Source: an optimization exercise on an open RTL-to-GDS flow (aim: small area and a short achievable clock period). Production flows keep margins and buffers that such runs may drop.
Only simulation tests tie the RTL to the original design; equivalence was not proved.
Power and IR drop assume default switching activity.

==> flow/design.v <==
package mpi_pkg;
  localparam int flit_w = 32;
  typedef logic [flit_w-1:0] flit_t;
  typedef logic [31:0]       bus_addr_t;
  typedef enum logic [1:0] {
    sel_fifo,
    sel_ctrl,
    sel_other
  } reg_sel_t;
  localparam logic [2:0] ctrl_class     = 3'b111;
  localparam int         ctrl_class_lsb = 24;
  localparam int         ctrl_src_lsb   = 27;
  localparam int         ctrl_dst_lsb   = 19;
  localparam int         ctrl_reply_bit  = 0;
  localparam int         ctrl_enable_bit = 1;
  function automatic integer size_w_f(input integer depth);
    size_w_f = $clog2(depth + 1);
    if (size_w_f < 1) begin
      size_w_f = 1;
    end
  endfunction
endpackage
`timescale 1ns/10ps
module mpi_packet_buffer (
  input  logic        clk,
  input  logic        rst,
  input  logic        push,
  input  logic [31:0] push_flit,
  input  logic        push_last,
  input  logic        pop,
  output logic [31:0] head_flit,
  output logic        head_last,
  output logic        full,
  output logic [14:0] ring_last,
  output logic [3:0]  ring_rd
);
  localparam int ring_n = 15;
  logic [31:0]       mem [ring_n];
  logic [ring_n-1:0] last_mem;
  logic [3:0]        wr_ptr;
  logic [3:0]        rd_ptr;
  logic [4:0]        count;
  logic              ring_busy;
  logic              head_used;
  logic              head_from_ring;
  logic              head_from_push;
  logic              ring_push;
  logic [31:0]       ring_flit;
  logic              ring_flit_last;
  assign full      = count[4];
  assign head_used = (count != 5'd0);
  assign ring_busy = (count[4:1] != 4'd0);
  assign head_from_ring = pop && ring_busy;
  assign head_from_push = push && (!head_used || (pop && !ring_busy));
  assign ring_push      = push && !head_from_push;
  assign ring_last = last_mem;
  assign ring_rd   = rd_ptr;
  always_comb begin
    ring_flit      = 32'd0;
    ring_flit_last = 1'b0;
    for (int i = 0; i < ring_n; i++) begin
      ring_flit      = ring_flit | ({32{rd_ptr == 4'(i)}} & mem[i]);
      ring_flit_last = ring_flit_last | ((rd_ptr == 4'(i)) & last_mem[i]);
    end
  end
  always_ff @(posedge clk) begin
    if (head_from_ring || head_from_push) begin
      head_flit <= ring_busy ? ring_flit : push_flit;
      head_last <= ring_busy ? ring_flit_last : push_last;
    end
  end
  always_ff @(posedge clk) begin
    if (ring_push) begin
      mem[wr_ptr]      <= push_flit;
      last_mem[wr_ptr] <= push_last;
    end
  end
  always_ff @(posedge clk) begin
    if (rst) begin
      wr_ptr <= 4'd0;
      rd_ptr <= 4'd0;
      count  <= 5'd0;
    end else begin
      if (ring_push) begin
        wr_ptr <= (wr_ptr == 4'(ring_n - 1)) ? 4'd0 : wr_ptr + 4'd1;
      end
      if (head_from_ring) begin
        rd_ptr <= (rd_ptr == 4'(ring_n - 1)) ? 4'd0 : rd_ptr + 4'd1;
      end
      case ({push, pop})
        2'b10:   count <= count + 5'd1;
        2'b01:   count <= count - 5'd1;
        default: count <= count;
      endcase
    end
  end
endmodule
`timescale 1ns/10ps
module mpi_endpoint #(
  parameter int buf_depth = 16
) (
  input  logic               clk,
  input  logic               rst,
  output mpi_pkg::flit_t     noc_out_flit,
  output logic               noc_out_last,
  output logic               noc_out_valid,
  input  logic               noc_out_ready,
  input  mpi_pkg::flit_t     noc_in_flit,
  input  logic               noc_in_last,
  input  logic               noc_in_valid,
  output logic               noc_in_ready,
  input  mpi_pkg::bus_addr_t bus_addr,
  input  logic               bus_we,
  input  logic               bus_en,
  input  mpi_pkg::flit_t     bus_data_in,
  output mpi_pkg::flit_t     bus_data_out,
  output logic               bus_ack,
  output logic               bus_err,
  output logic               irq
);
  logic slot_fifo;
  logic slot_ctrl;
  assign slot_fifo = (bus_addr[5:2] == 4'h0);
  assign slot_ctrl = (bus_addr[5:2] == 4'h1);
  logic fifo_wr;
  logic fifo_rd;
  assign fifo_wr = bus_en && bus_we && slot_fifo;
  assign fifo_rd = bus_en && !bus_we && slot_fifo;
  logic enabled;
  logic        tx_push;
  logic        tx_pop;
  logic [31:0] tx_head;
  logic        tx_head_last;
  logic        tx_full;
  logic [4:0]  tx_pkts;
  logic        tx_have;
  logic        tx_in_pkt;
  logic        fr_busy;
  logic [4:0]  fr_rem;
  logic        fr_last;
  assign tx_have = (tx_pkts != 5'd0);
  assign fr_last = (fr_rem == 5'd1);
  assign tx_push = fifo_wr && fr_busy && !tx_full;
  always_ff @(posedge clk) begin
    if (rst) begin
      fr_busy <= 1'b0;
      fr_rem  <= 5'd0;
    end else if (fifo_wr) begin
      if (!fr_busy) begin
        fr_rem  <= bus_data_in[4:0];
        fr_busy <= (bus_data_in[4:0] != 5'd0);
      end else if (!tx_full) begin
        fr_rem  <= fr_rem - 5'd1;
        fr_busy <= !fr_last;
      end
    end
  end
  mpi_packet_buffer u_tx_buffer (
    .clk       (clk),
    .rst       (rst),
    .push      (tx_push),
    .push_flit (bus_data_in),
    .push_last (fr_last),
    .pop       (tx_pop),
    .head_flit (tx_head),
    .head_last (tx_head_last),
    .full      (tx_full),
    .ring_last (),
    .ring_rd   ()
  );
  logic        rx_push;
  logic        rx_pop;
  logic [31:0] rx_head;
  logic        rx_head_last;
  logic        rx_full;
  logic [14:0] rx_ring_last;
  logic [3:0]  rx_ring_rd;
  logic [4:0]  rx_pkts;
  logic [3:0]  rx_in_len;
  logic        rx_in_pkt;
  logic        rd_flit;
  logic        pending;
  logic        is_req;
  logic        take_req;
  logic        send_reply;
  logic [4:0]  reply_src;
  logic [22:0] reply_mid;
  assign rx_in_pkt = (rx_in_len != 4'd0);
  assign is_req = !rx_in_pkt && noc_in_last
               && (noc_in_flit[26:24] == 3'b111) && !noc_in_flit[0];
  assign noc_in_ready = !pending && !rx_full;
  assign rx_push      = noc_in_valid && noc_in_ready && !is_req;
  assign take_req     = noc_in_valid && noc_in_ready && is_req;
  always_ff @(posedge clk) begin
    if (take_req) begin
      reply_src <= noc_in_flit[23:19];
      reply_mid <= {noc_in_flit[31:27], noc_in_flit[18:2], enabled};
    end
  end
  mpi_packet_buffer u_rx_buffer (
    .clk       (clk),
    .rst       (rst),
    .push      (rx_push),
    .push_flit (noc_in_flit),
    .push_last (noc_in_last),
    .pop       (rx_pop),
    .head_flit (rx_head),
    .head_last (rx_head_last),
    .full      (rx_full),
    .ring_last (rx_ring_last),
    .ring_rd   (rx_ring_rd)
  );
  assign send_reply    = pending && !tx_in_pkt;
  assign noc_out_valid = send_reply || tx_have;
  assign tx_pop        = tx_have && !send_reply && noc_out_ready;
  assign noc_out_last  = send_reply || tx_head_last;
  assign noc_out_flit  = send_reply
                       ? {reply_src, 3'b111, reply_mid[22:18], reply_mid[17:1], reply_mid[0], 1'b1}
                       : tx_head;
  assign irq    = (rx_pkts != 5'd0);
  assign rx_pop = fifo_rd && rd_flit;
  logic [14:0] hi_last;
  logic [3:0]  hi_pos;
  logic [3:0]  lo_pos;
  logic [3:0]  next_size;
  always_comb begin
    for (int i = 0; i < 15; i++) begin
      hi_last[i] = rx_ring_last[i] && (4'(i) >= rx_ring_rd);
    end
    hi_pos = 4'd0;
    lo_pos = 4'd0;
    for (int i = 14; i >= 0; i--) begin
      if (hi_last[i])      hi_pos = 4'(i);
      if (rx_ring_last[i]) lo_pos = 4'(i);
    end
    if (hi_last != 15'd0) begin
      next_size = hi_pos - rx_ring_rd + 4'd1;
    end else begin
      next_size = lo_pos - rx_ring_rd;
    end
  end
  logic [4:0]  size_q;
  logic        rx_done;
  logic        rx_end;
  assign rx_done = rx_push && noc_in_last;
  assign rx_end  = rx_pop && rx_head_last;
  always_ff @(posedge clk) begin
    if (rst) begin
      size_q <= 5'd0;
    end else if (rx_end) begin
      if (rx_pkts[4:1] != 4'd0) begin
        size_q <= {1'b0, next_size};
      end else if (rx_done) begin
        size_q <= {1'b0, rx_in_len} + 5'd1;
      end else begin
        size_q <= 5'd0;
      end
    end else if (rx_done && !irq) begin
      size_q <= {1'b0, rx_in_len} + 5'd1;
    end
  end
  assign bus_err      = bus_en && !slot_fifo && !slot_ctrl;
  assign bus_ack      = bus_en && (slot_ctrl || (slot_fifo && !(bus_we && fr_busy && tx_full)));
  assign bus_data_out = bus_addr[2] ? {30'd0, noc_out_valid, irq}
                      : rd_flit     ? rx_head
                      :               {27'd0, size_q};
  always_ff @(posedge clk) begin
    if (rst) begin
      enabled   <= 1'b0;
      pending   <= 1'b0;
      rx_in_len <= 4'd0;
      tx_in_pkt <= 1'b0;
      rd_flit   <= 1'b0;
      tx_pkts   <= 5'd0;
      rx_pkts   <= 5'd0;
    end else begin
      if (bus_en && bus_we && slot_ctrl) begin
        enabled <= 1'b1;
      end
      if (take_req) begin
        pending <= 1'b1;
      end else if (send_reply && noc_out_ready) begin
        pending <= 1'b0;
      end
      if (rx_push) begin
        rx_in_len <= noc_in_last ? 4'd0 : rx_in_len + 4'd1;
      end
      if (tx_pop) begin
        tx_in_pkt <= !tx_head_last;
      end
      if (fifo_rd) begin
        if (!rd_flit) begin
          rd_flit <= irq;
        end else if (rx_head_last) begin
          rd_flit <= 1'b0;
        end
      end
      case ({tx_push && fr_last, tx_pop && tx_head_last})
        2'b10:   tx_pkts <= tx_pkts + 5'd1;
        2'b01:   tx_pkts <= tx_pkts - 5'd1;
        default: tx_pkts <= tx_pkts;
      endcase
      case ({rx_done, rx_end})
        2'b10:   rx_pkts <= rx_pkts + 5'd1;
        2'b01:   rx_pkts <= rx_pkts - 5'd1;
        default: rx_pkts <= rx_pkts;
      endcase
    end
  end
endmodule
Settings: LEC_CHECK=0, CAP_MARGIN=20, CORE_MARGIN=2, CORE_UTILIZATION=40, SLEW_MARGIN=20; clock period 6.0 ns.
run.sh (not shown) runs the stock make flow with config.mk's settings and CLKGATE_MAP_FILE= SYNTH_SCRIPT=/design/flow/synth_recipe.tcl, a recipe that flattens the netlist after the stock synthesis.
The starting point passed the timing, design-rule and antenna checks.
Then changed:
- CORE_UTILIZATION: 40 -> 60
- SETUP_SLACK_MARGIN: not set -> 2.5
The changed run passed the timing, design-rule and antenna checks. Via count is about the same. Synthesized area is unchanged. Non-clock buffer count rose by 10. Cell count decreases by about 11%. Combinational power stays flat. Total power increases by 1.7%. First-iteration DRC count climbs by about 6%. Clock-buffer cell count stays the same. Maximum frequency rises by 22%.

port drivers added, routing unchanged:
The results above use ideal ports. As a check the final layouts listed here were re-extracted and re-timed, cells and wires unchanged.
Step 1: set_driving_cell puts a clkbuf_16 on clk and a buf_2 on each other input, an assumption about the parent block.
Step 2 moves the port delays by t, midway between the first and last clock arrival at a register: inputs arrive t later, outputs are due t later. That takes back most of the time a late clock gives input paths.
Slacks: no drivers / after step 1 / after step 2; pairs: no drivers / after step 1.
run	t, ns	setup slack, ns	clock arrival spread, ns
the first run	0.746	1.523 / 1.557 / 0.812	0.029 / 0.029
the second run	0.742	2.328 / 2.300 / 1.931	0.030 / 0.031
After both steps setup and hold are still met in every run listed. The setup slack of the first run, which loses most, moves by +0.034 ns with the drivers and by -0.711 ns with both steps.
